This design comes from an exercise in tuning for small area, a short achievable clock period and few clock cycles on the open sky130 flow, not from production work.
Only simulation tests tie the RTL to the original design; equivalence was not proved.
No activity file was given, so power comes from the tool's default toggle rates.

`flow/flow/run.sh`:
```
#!/bin/bash
set -euo pipefail
cd "$(dirname "$0")/.."
MARGIN=$(cat flow/setup_margin)
bash standard.sh SETUP_SLACK_MARGIN="$MARGIN" finish > flow_make.log 2>&1
```
`flow/design.v`:
```
`timescale 1ns/1ps
`default_nettype none
module backend_top (
	input  logic        clk,
	input  logic        rst_n,
	input  logic        fetch_valid,
	input  logic [31:0] fetch_pc,
	input  logic [3:0]  fetch_opcode,
	input  logic [3:0]  fetch_dest,
	input  logic [3:0]  fetch_src1,
	input  logic [3:0]  fetch_src2,
	input  logic [15:0] fetch_imm,
	output logic        fetch_ready,
	output logic        retire_valid,
	output logic [31:0] retire_pc,
	output logic [3:0]  retire_dest,
	output logic [31:0] retire_result,
	output logic        retire_is_branch,
	output logic        retire_taken,
	output logic        retire_exc_flag,
	output logic        retire_br_misp,
	output logic [31:0] retire_redirect_pc,
	output logic        retire_exception
);
	logic halted;       
	logic ex_valid;
	logic rt_valid;
	logic rt_misp;      
	logic rt_exc;       
	logic kill;         
	assign fetch_ready = !halted;
	assign kill        = rt_misp || rt_exc;
	logic [15:1][31:0] rf;
	logic [15:1]       rf_ok;
	logic [31:0] alu;
	logic [3:0]  ex_rd;
	logic        ex_we;
	logic        wr_en;
	assign wr_en = ex_valid && ex_we && !kill;
	always_ff @(posedge clk) begin
		for (int i = 1; i < 16; i++)
			if (wr_en && ex_rd == 4'(i))
				rf[i] <= alu;
	end
	always_ff @(posedge clk or negedge rst_n) begin
		if (!rst_n)
			rf_ok <= '0;
		else
			for (int i = 1; i < 16; i++)
				if (wr_en && ex_rd == 4'(i))
					rf_ok[i] <= 1'b1;
	end
	logic [31:0] rf_a;
	logic [31:0] rf_b;
	logic        ok_a;
	logic        ok_b;
	logic [15:0] ok_vec;
	assign ok_vec = {rf_ok, 1'b0};
	assign ok_a   = ok_vec[fetch_src1];
	assign ok_b   = ok_vec[fetch_src2];
	always_comb begin
		rf_a = 32'd0;
		if (ok_a)
			case (fetch_src1)
				4'd1:  rf_a = rf[1];
				4'd2:  rf_a = rf[2];
				4'd3:  rf_a = rf[3];
				4'd4:  rf_a = rf[4];
				4'd5:  rf_a = rf[5];
				4'd6:  rf_a = rf[6];
				4'd7:  rf_a = rf[7];
				4'd8:  rf_a = rf[8];
				4'd9:  rf_a = rf[9];
				4'd10: rf_a = rf[10];
				4'd11: rf_a = rf[11];
				4'd12: rf_a = rf[12];
				4'd13: rf_a = rf[13];
				4'd14: rf_a = rf[14];
				4'd15: rf_a = rf[15];
				default: rf_a = 32'd0;
			endcase
	end
	always_comb begin
		rf_b = 32'd0;
		if (ok_b)
			case (fetch_src2)
				4'd1:  rf_b = rf[1];
				4'd2:  rf_b = rf[2];
				4'd3:  rf_b = rf[3];
				4'd4:  rf_b = rf[4];
				4'd5:  rf_b = rf[5];
				4'd6:  rf_b = rf[6];
				4'd7:  rf_b = rf[7];
				4'd8:  rf_b = rf[8];
				4'd9:  rf_b = rf[9];
				4'd10: rf_b = rf[10];
				4'd11: rf_b = rf[11];
				4'd12: rf_b = rf[12];
				4'd13: rf_b = rf[13];
				4'd14: rf_b = rf[14];
				4'd15: rf_b = rf[15];
				default: rf_b = 32'd0;
			endcase
	end
	logic        f_alu;
	logic        f_addi;
	logic        fwd_a;
	logic        fwd_b;
	logic [31:0] opnd_a;
	logic [31:0] opnd_b;
	assign f_alu  = (fetch_opcode <= 4'd5);
	assign f_addi = (fetch_opcode == 4'd5);
	assign fwd_a  = ex_valid && ex_we && (ex_rd == fetch_src1);
	assign fwd_b  = ex_valid && ex_we && (ex_rd == fetch_src2);
	assign opnd_a = fwd_a ? alu : rf_a;
	assign opnd_b = f_addi ? {{16{fetch_imm[15]}}, fetch_imm} : fwd_b ? alu : rf_b;
	logic [31:0] ex_pc;
	logic [15:0] ex_imm;
	logic [31:0] ex_a;
	logic [31:0] ex_b;
	logic        ex_sub;
	logic        ex_arith;   
	logic        ex_and;
	logic        ex_or;
	logic        ex_br;
	logic        ex_bne;
	logic        ex_ill;
	always_ff @(posedge clk) begin
		ex_pc    <= fetch_pc;
		ex_imm   <= fetch_imm;
		ex_a     <= opnd_a;
		ex_b     <= opnd_b;
		ex_rd    <= f_alu ? fetch_dest : 4'd0;
		ex_we    <= f_alu && (fetch_dest != 4'd0);
		ex_sub   <= (fetch_opcode == 4'd1);
		ex_arith <= (fetch_opcode == 4'd0) || (fetch_opcode == 4'd1) || f_addi;
		ex_and   <= (fetch_opcode == 4'd2);
		ex_or    <= (fetch_opcode == 4'd3);
		ex_br    <= (fetch_opcode == 4'd6) || (fetch_opcode == 4'd7);
		ex_bne   <= (fetch_opcode == 4'd7);
		ex_ill   <= fetch_opcode[3];
	end
	logic [31:0] sum;
	logic [31:0] logic_res;
	logic        eq;
	logic        taken;
	logic [31:0] target;
	assign sum       = ex_a + (ex_sub ? ~ex_b : ex_b) + {31'd0, ex_sub};
	assign logic_res = ex_and ? (ex_a & ex_b) : ex_or ? (ex_a | ex_b) : (ex_a ^ ex_b);
	assign alu       = ex_arith ? sum : logic_res;
	assign eq        = (ex_a == ex_b);
	assign taken     = ex_br && (eq ^ ex_bne);
	assign target    = ex_pc + {{16{ex_imm[15]}}, ex_imm};
	logic [31:0] rt_pc;
	logic [31:0] rt_result;
	logic [31:0] rt_target;
	logic [3:0]  rt_rd;
	logic        rt_br;
	logic        rt_taken;
	always_ff @(posedge clk) begin
		rt_pc     <= ex_pc;
		rt_result <= alu;
		rt_target <= target;
		rt_rd     <= ex_rd;
		rt_br     <= ex_br;
		rt_taken  <= taken;
	end
	always_ff @(posedge clk or negedge rst_n) begin
		if (!rst_n) begin
			halted   <= 1'b0;
			ex_valid <= 1'b0;
			rt_valid <= 1'b0;
			rt_misp  <= 1'b0;
			rt_exc   <= 1'b0;
		end else begin
			halted   <= halted || rt_exc;
			ex_valid <= fetch_valid && !halted && !kill;
			rt_valid <= ex_valid && !kill;
			rt_misp  <= ex_valid && !kill && taken;
			rt_exc   <= ex_valid && !kill && ex_ill;
		end
	end
	assign retire_valid       = rt_valid;
	assign retire_pc          = rt_pc;
	assign retire_dest        = rt_rd;
	assign retire_result      = rt_result;
	assign retire_is_branch   = rt_br;
	assign retire_taken       = rt_taken;
	assign retire_exc_flag    = rt_exc;
	assign retire_br_misp     = rt_misp;
	assign retire_redirect_pc = rt_target;
	assign retire_exception   = rt_exc;
endmodule
`default_nettype wire
```
`flow/flow/setup_margin`:
```
7.0
```
`flow/config.mk`:
```
export PLATFORM = sky130hd
export DESIGN_NAME = backend_top
export DESIGN_NICKNAME = backend_top
export VERILOG_FILES = /design/flow/design.v
export SDC_FILE = /design/flow/constraint.sdc
export NUM_CORES = 4
export LEC_CHECK = 0
export ABC_CLOCK_PERIOD_IN_PS = 2500
export CAP_MARGIN = 20
export CORE_MARGIN = 2
export CORE_UTILIZATION = 30
export PLACE_DENSITY = 0.5
export SLEW_MARGIN = 20
```
`flow/standard.sh`:
```
#!/bin/bash
# synth_recipe.tcl (not shown) runs the flow's synth.tcl, then flattens the netlist and writes it again
# the make line also repeats each setting of config.mk as NAME=value (left out here)
make -C /OpenROAD-flow-scripts/flow DESIGN_CONFIG=/design/flow/config.mk WORK_HOME=/design/flow/orfs CLKGATE_MAP_FILE= SYNTH_SCRIPT=/design/flow/synth_recipe.tcl "${@:-finish}"
```
`flow/constraint.sdc`:
```
create_clock -name core_clock -period 10.0 [get_ports {clk}]
set_input_delay 2.0000 -clock core_clock [delete_from_list [all_inputs] [get_ports {clk}]]
set_output_delay 2.0000 -clock core_clock [all_outputs]
set_load 0.01 [all_outputs]
```
==> results.sh <==
export IMPL_synth_top_cells_by_area="sky130_fd_sc_hd__edfxtp_1 45%, sky130_fd_sc_hd__dfxtp_1 14%, sky130_fd_sc_hd__a22oi_1 6.0%, sky130_fd_sc_hd__ha_1 5.0%, sky130_fd_sc_hd__a21oi_1 2.2%"
export IMPL_max_slew_worst_pin_slew_ps=993
export IMPL_syn_instance_count=2555
export IMPL_detail_route_drc_violations=0
export IMPL_areaGrowthSynthToFinish_pct=40.4
export IMPL_internal_power_uw=5700
export IMPL_synthesis_area_sq_um=31700
export IMPL_clock_power_share=0.391
export IMPL_cts_buffers_inserted=80
export IMPL_route_antenna_remaining_nets=0
export IMPL_numPlacedInstances=4034
export IMPL_synth_seq_cells=726
export IMPL_num_rows=119
export IMPL_yosysTopAreaCellShare=0.454
export IMPL_worstHoldEndpoint="rt_pc[14]$_DFF_P_"
export IMPL_die_area_sq_um=108000
export IMPL_grt_antenna_before_repair=5
export IMPL_synth_yosys_seq_area_share=0.613
export IMPL_seq_power_share=0.443
export IMPL_timing_hold_ws_ps=348
export IMPL_cts_root_to_sink_buffers=3
export IMPL_maxClockFrequency_ghz=0.275
export IMPL_clock_insertion_delay_worst_skew_ps=650
export IMPL_layout_drive_gt1_share=0.327
export IMPL_place_hpwl_mm=70.8
export IMPL_worst_r2r_cell_count=20
export IMPL_total_nets_after_synthesis=2752
export IMPL_switchingPower_uw=2060
export IMPL_finalNonFillerCells=4458
export IMPL_switching_share=0.266
export IMPL_setup_tns_ps=0
export IMPL_critPathCaptureType="register"
export IMPL_root_buffer_cell="sky130_fd_sc_hd__clkbuf_16"
export IMPL_vdd_ir_drop_max_mv=0.209
export IMPL_core_area_sq_um=105000
export IMPL_yosysWarnings=1
export IMPL_clk_transition_reported_paths_ps=70
export IMPL_synthDistinctLibCells=68
export IMPL_tritoncts="built"
export IMPL_grt_total_usage=0.248
export IMPL_report_final_setup_viol=0
export IMPL_worst_r2r_startpoint="ex_sub$_DFF_P_"
export IMPL_cts_sinks=726
export IMPL_grt_first_pass_wirelength_mm=192
export IMPL_timing_hold_violations_final=0
export IMPL_netlist_top_cell_by_area="sky130_fd_sc_hd__edfxtp_1"
export IMPL_top_level_ports=174
export IMPL_grt_setup_unrepaired="true"
export IMPL_drt_pass1_iterations=10
export IMPL_largest_net_degree_at_the_start_of_global_routing=65
export IMPL_power_per_cell_area_nw_per_um2=174
export IMPL_timing_hold_worst_path_depth=0
export IMPL_leakage_uw=0.0162
export IMPL_hold_class="reg -> reg"
export IMPL_hp_start="ex_pc[14]$_DFF_P_"
export IMPL_predominant_post_synthesis_flop_cell="sky130_fd_sc_hd__edfxtp_1"
export IMPL_period_share=0.363
export IMPL_route_detailed_wl_per_inst_um=31.3
export IMPL_most_common_layout_cells="480 x sky130_fd_sc_hd__edfxtp_1, 249 x sky130_fd_sc_hd__a22oi_1, 158 x sky130_fd_sc_hd__dfxtp_1"
export IMPL_detail_route_vias_per_cell=6.00
export IMPL_worst_setup_path_type="reg -> reg"
export IMPL_critPathLaunchType="register"
export IMPL_leading_cell_type_in_the_layout_fill_and_taps_excluded="sky130_fd_sc_hd__edfxtp_1"
export IMPL_cp_arrival_ps=4040
export IMPL_num_vias=26764
export IMPL_timing_critical_path_fanout_max=4
export IMPL_fp_dieW_um=329
export IMPL_grt_overflow=0
export IMPL_grt_pass1_vias=26103
export IMPL_post_synth_cell_area_avg_sq_um=12.4
export IMPL_cp_required_ps=10410
export IMPL_maxSlewViolCount=0
export IMPL_initial_core_util=0.302
export IMPL_clock_tree_htree_level_count=3
export IMPL_numPortBuffers=173
export IMPL_worst_reg2reg_setup_slack_ps=6370
export IMPL_fin_skew_ps=33.6
export IMPL_final_net_count=3195
export IMPL_first_iter_violations=4913
export IMPL_max_cap_violations=0
export IMPL_outcome="finished clean"
export IMPL_synth_async_sr_flop_share=0.0275
export IMPL_layout_min_cycle_time_ps=3630
export IMPL_synth_edff_count=480
export IMPL_postRouteWirelength_mm=140
export IMPL_timing_slew_headroom=0.336
export IMPL_finalWeightedCongestion=0.885
export IMPL_timing_rr_end="rf[217]$_DFFE_PP_"
export IMPL_die_height_um=329
export IMPL_logic_pwr_share=0.165
state kept, by name (all words and copies together), names as in the netlist, 4 cells and up:
signal     flops
ex_rd          4
ex_a          32
rf           480
rt_target     32
ex_b          32
rt_result     32
rf_ok         15
ex_imm        16
rt_rd          4
rt_pc         32
ex_pc         32
cell usage after synthesis, types with 7 or more instances:
library cell and n:
sky130_fd_sc_hd__xor2_1 52, sky130_fd_sc_hd__nand2_1 74, sky130_fd_sc_hd__or2_2 19, sky130_fd_sc_hd__a211oi_1 30, sky130_fd_sc_hd__a41o_1 7, sky130_fd_sc_hd__a21oi_1 137
sky130_fd_sc_hd__a21o_1 36, sky130_fd_sc_hd__nor3_1 24, sky130_fd_sc_hd__o21a_1 13, sky130_fd_sc_hd__o21bai_1 10, sky130_fd_sc_hd__nand3_1 73, sky130_fd_sc_hd__nor2b_1 8
sky130_fd_sc_hd__edfxtp_1 480, sky130_fd_sc_hd__ha_1 128, sky130_fd_sc_hd__nor2_1 151, sky130_fd_sc_hd__dfrtp_1 20, sky130_fd_sc_hd__mux2i_1 20, sky130_fd_sc_hd__a221oi_1 67
sky130_fd_sc_hd__nand2b_1 24, sky130_fd_sc_hd__nor4_1 11, sky130_fd_sc_hd__o21ai_0 71, sky130_fd_sc_hd__buf_1 20, sky130_fd_sc_hd__a222oi_1 65, sky130_fd_sc_hd__and2_1 10
sky130_fd_sc_hd__a31oi_1 34, sky130_fd_sc_hd__dfxtp_1 226, sky130_fd_sc_hd__inv_1 111, sky130_fd_sc_hd__xnor2_1 40, sky130_fd_sc_hd__a22oi_1 253, sky130_fd_sc_hd__nand4_1 29
sky130_fd_sc_hd__mux4_2 7, sky130_fd_sc_hd__o22ai_1 12, sky130_fd_sc_hd__clkbuf_1 126, sky130_fd_sc_hd__and3_1 35, sky130_fd_sc_hd__a22o_1 66
stage by stage:
stage	utilization	total power [uW]	cell area (sq um)	worst slack [ps]
after floorplan	-	3930	32200	6370
after global placement	0.340	4320	35700	4280
after detailed placement	0.340	4340	35700	4350
after CTS	0.409	7650	43000	6440
after global routing	0.424	7990	44500	6300
final	0.424	7760	44600	6370
logic make-up (layout without fill, tap and decap cells):
kind of cell	after synthesis	count (layout)	share of synthesized area
adder cells (fa/ha/maj)	130	130	0.0517
XOR/XNOR	92	92	0.0254
multiplexers	32	32	0.0131
flip-flops	726	726	0.613
AO/OA/AOI/OAI	838	838	0.193
other	0	2	0
AND/OR/NAND/NOR	475	479	0.0728
buffers and inverters	262	768	0.0315
worst max path at each step:
stage	from	end	slack [ps]	cells after the start
2_1_floorplan	fetch_src1[0]	ex_a[27]$_DFF_P_	6370	5
3_3_place_gp	fetch_src2[0]	ex_b[26]$_DFF_P_	4280	10
3_5_place_dp	fetch_src2[0]	ex_b[26]$_DFF_P_	4350	10
4_1_cts	ex_sub$_DFF_P_	rf[441]$_DFFE_PP_	6440	18
5_1_grt	ex_sub$_DFF_P_	rf[345]$_DFFE_PP_	6300	18
6_report	ex_sub$_DFF_P_	rf[217]$_DFFE_PP_	6370	20
area by class of cell:
| cell class | count | area [sq um] |
|---|---|---|
| antenna | 2 | 5.00 |
| clock inverter | 39 | 433 |
| fill | 9490 | 60600 |
| timing repair inverter | 6 | 45.0 |
| clock buffer | 110 | 2290 |
| sequential | 726 | 19500 |
| multi-input combinational | 1571 | 13800 |
| inverter | 111 | 468 |
| timing repair buffer | 502 | 6260 |
| tap | 1391 | 1740 |
power groups by stage:
stage / clock network (uW) / registers [uW] / logic, uW
final: 3040 / 3440 / 1280
after global routing: 3190 / 3450 / 1350
after CTS: 3080 / 3430 / 1140
after detailed placement: 0 / 3490 / 848
after global placement: 0 / 3490 / 834
after floorplan: 0 / 3480 / 448
critical path, cell delays in order, from the launching register on:
cell                        delay [ps]
sky130_fd_sc_hd__dfxtp_4           360
sky130_fd_sc_hd__buf_12            140
sky130_fd_sc_hd__buf_16            130
sky130_fd_sc_hd__buf_6             110
sky130_fd_sc_hd__xor2_1            150
sky130_fd_sc_hd__ha_1              360
sky130_fd_sc_hd__o21ai_2           100
sky130_fd_sc_hd__o21ai_2            80
sky130_fd_sc_hd__a21oi_2           180
sky130_fd_sc_hd__nand3_2           120
sky130_fd_sc_hd__o21ai_4           190
sky130_fd_sc_hd__buf_12            130
sky130_fd_sc_hd__o21ai_4            60
sky130_fd_sc_hd__buf_12            130
sky130_fd_sc_hd__buf_6             110
sky130_fd_sc_hd__buf_6             110
sky130_fd_sc_hd__a2111oi_4         410
sky130_fd_sc_hd__nor3_4            110
sky130_fd_sc_hd__buf_12            160
sky130_fd_sc_hd__buf_6             120
sky130_fd_sc_hd__buf_16            120
metal layers:
metal | up-vias | part of all wire | GRT usage | wire, um
met5 | - | 0.00087 | 0 | 121
met4 | 4 | 0.065 | 0.137 | 9110
met3 | 550 | 0.14 | 0.0749 | 19400
met2 | 2250 | 0.44 | 0.383 | 61100
met1 | 13002 | 0.36 | 0.310 | 50000
li1 | 10958 | - | - | -
repair_timing:
action,in CTS,in global routing
setup buffers,174,52
pin swaps,117,76
gates resized for setup,1004,206
endpoints found under the setup margin,771,659
hold buffers,0,0
cloned,41,6
Testbench counts, summed over its fixed seeds: cycles 27,396.

## afterwards: timing with drivers on the ports
Ports are ideal in the flow. The routed layout listed here was re-timed in OpenROAD. Step 1 (the two cells are an assumption about what drives the block):
set clk [get_ports {clk}]
set_driving_cell -lib_cell sky130_fd_sc_hd__clkbuf_16 $clk
set_driving_cell -lib_cell sky130_fd_sc_hd__buf_2 [delete_from_list [all_inputs] $clk]
Step 2, shift: input delay + t, output delay - t, t = (earliest + latest rising clock arrival at the registers) / 2. This alone moves slack from input paths to output paths. Slacks: no drivers / after step 1 / after step 2; pairs: no drivers / after step 1.
shift t [ns]: 0.704
setup slack, ns: 6.365 / 6.365 / 5.919
latest minus earliest clock arrival (ns): 0.035 / 0.035
After both steps setup and hold are still met in this run. For this run, drivers alone change the setup slack by 0.000 ns; drivers and shift together by -0.446 ns.
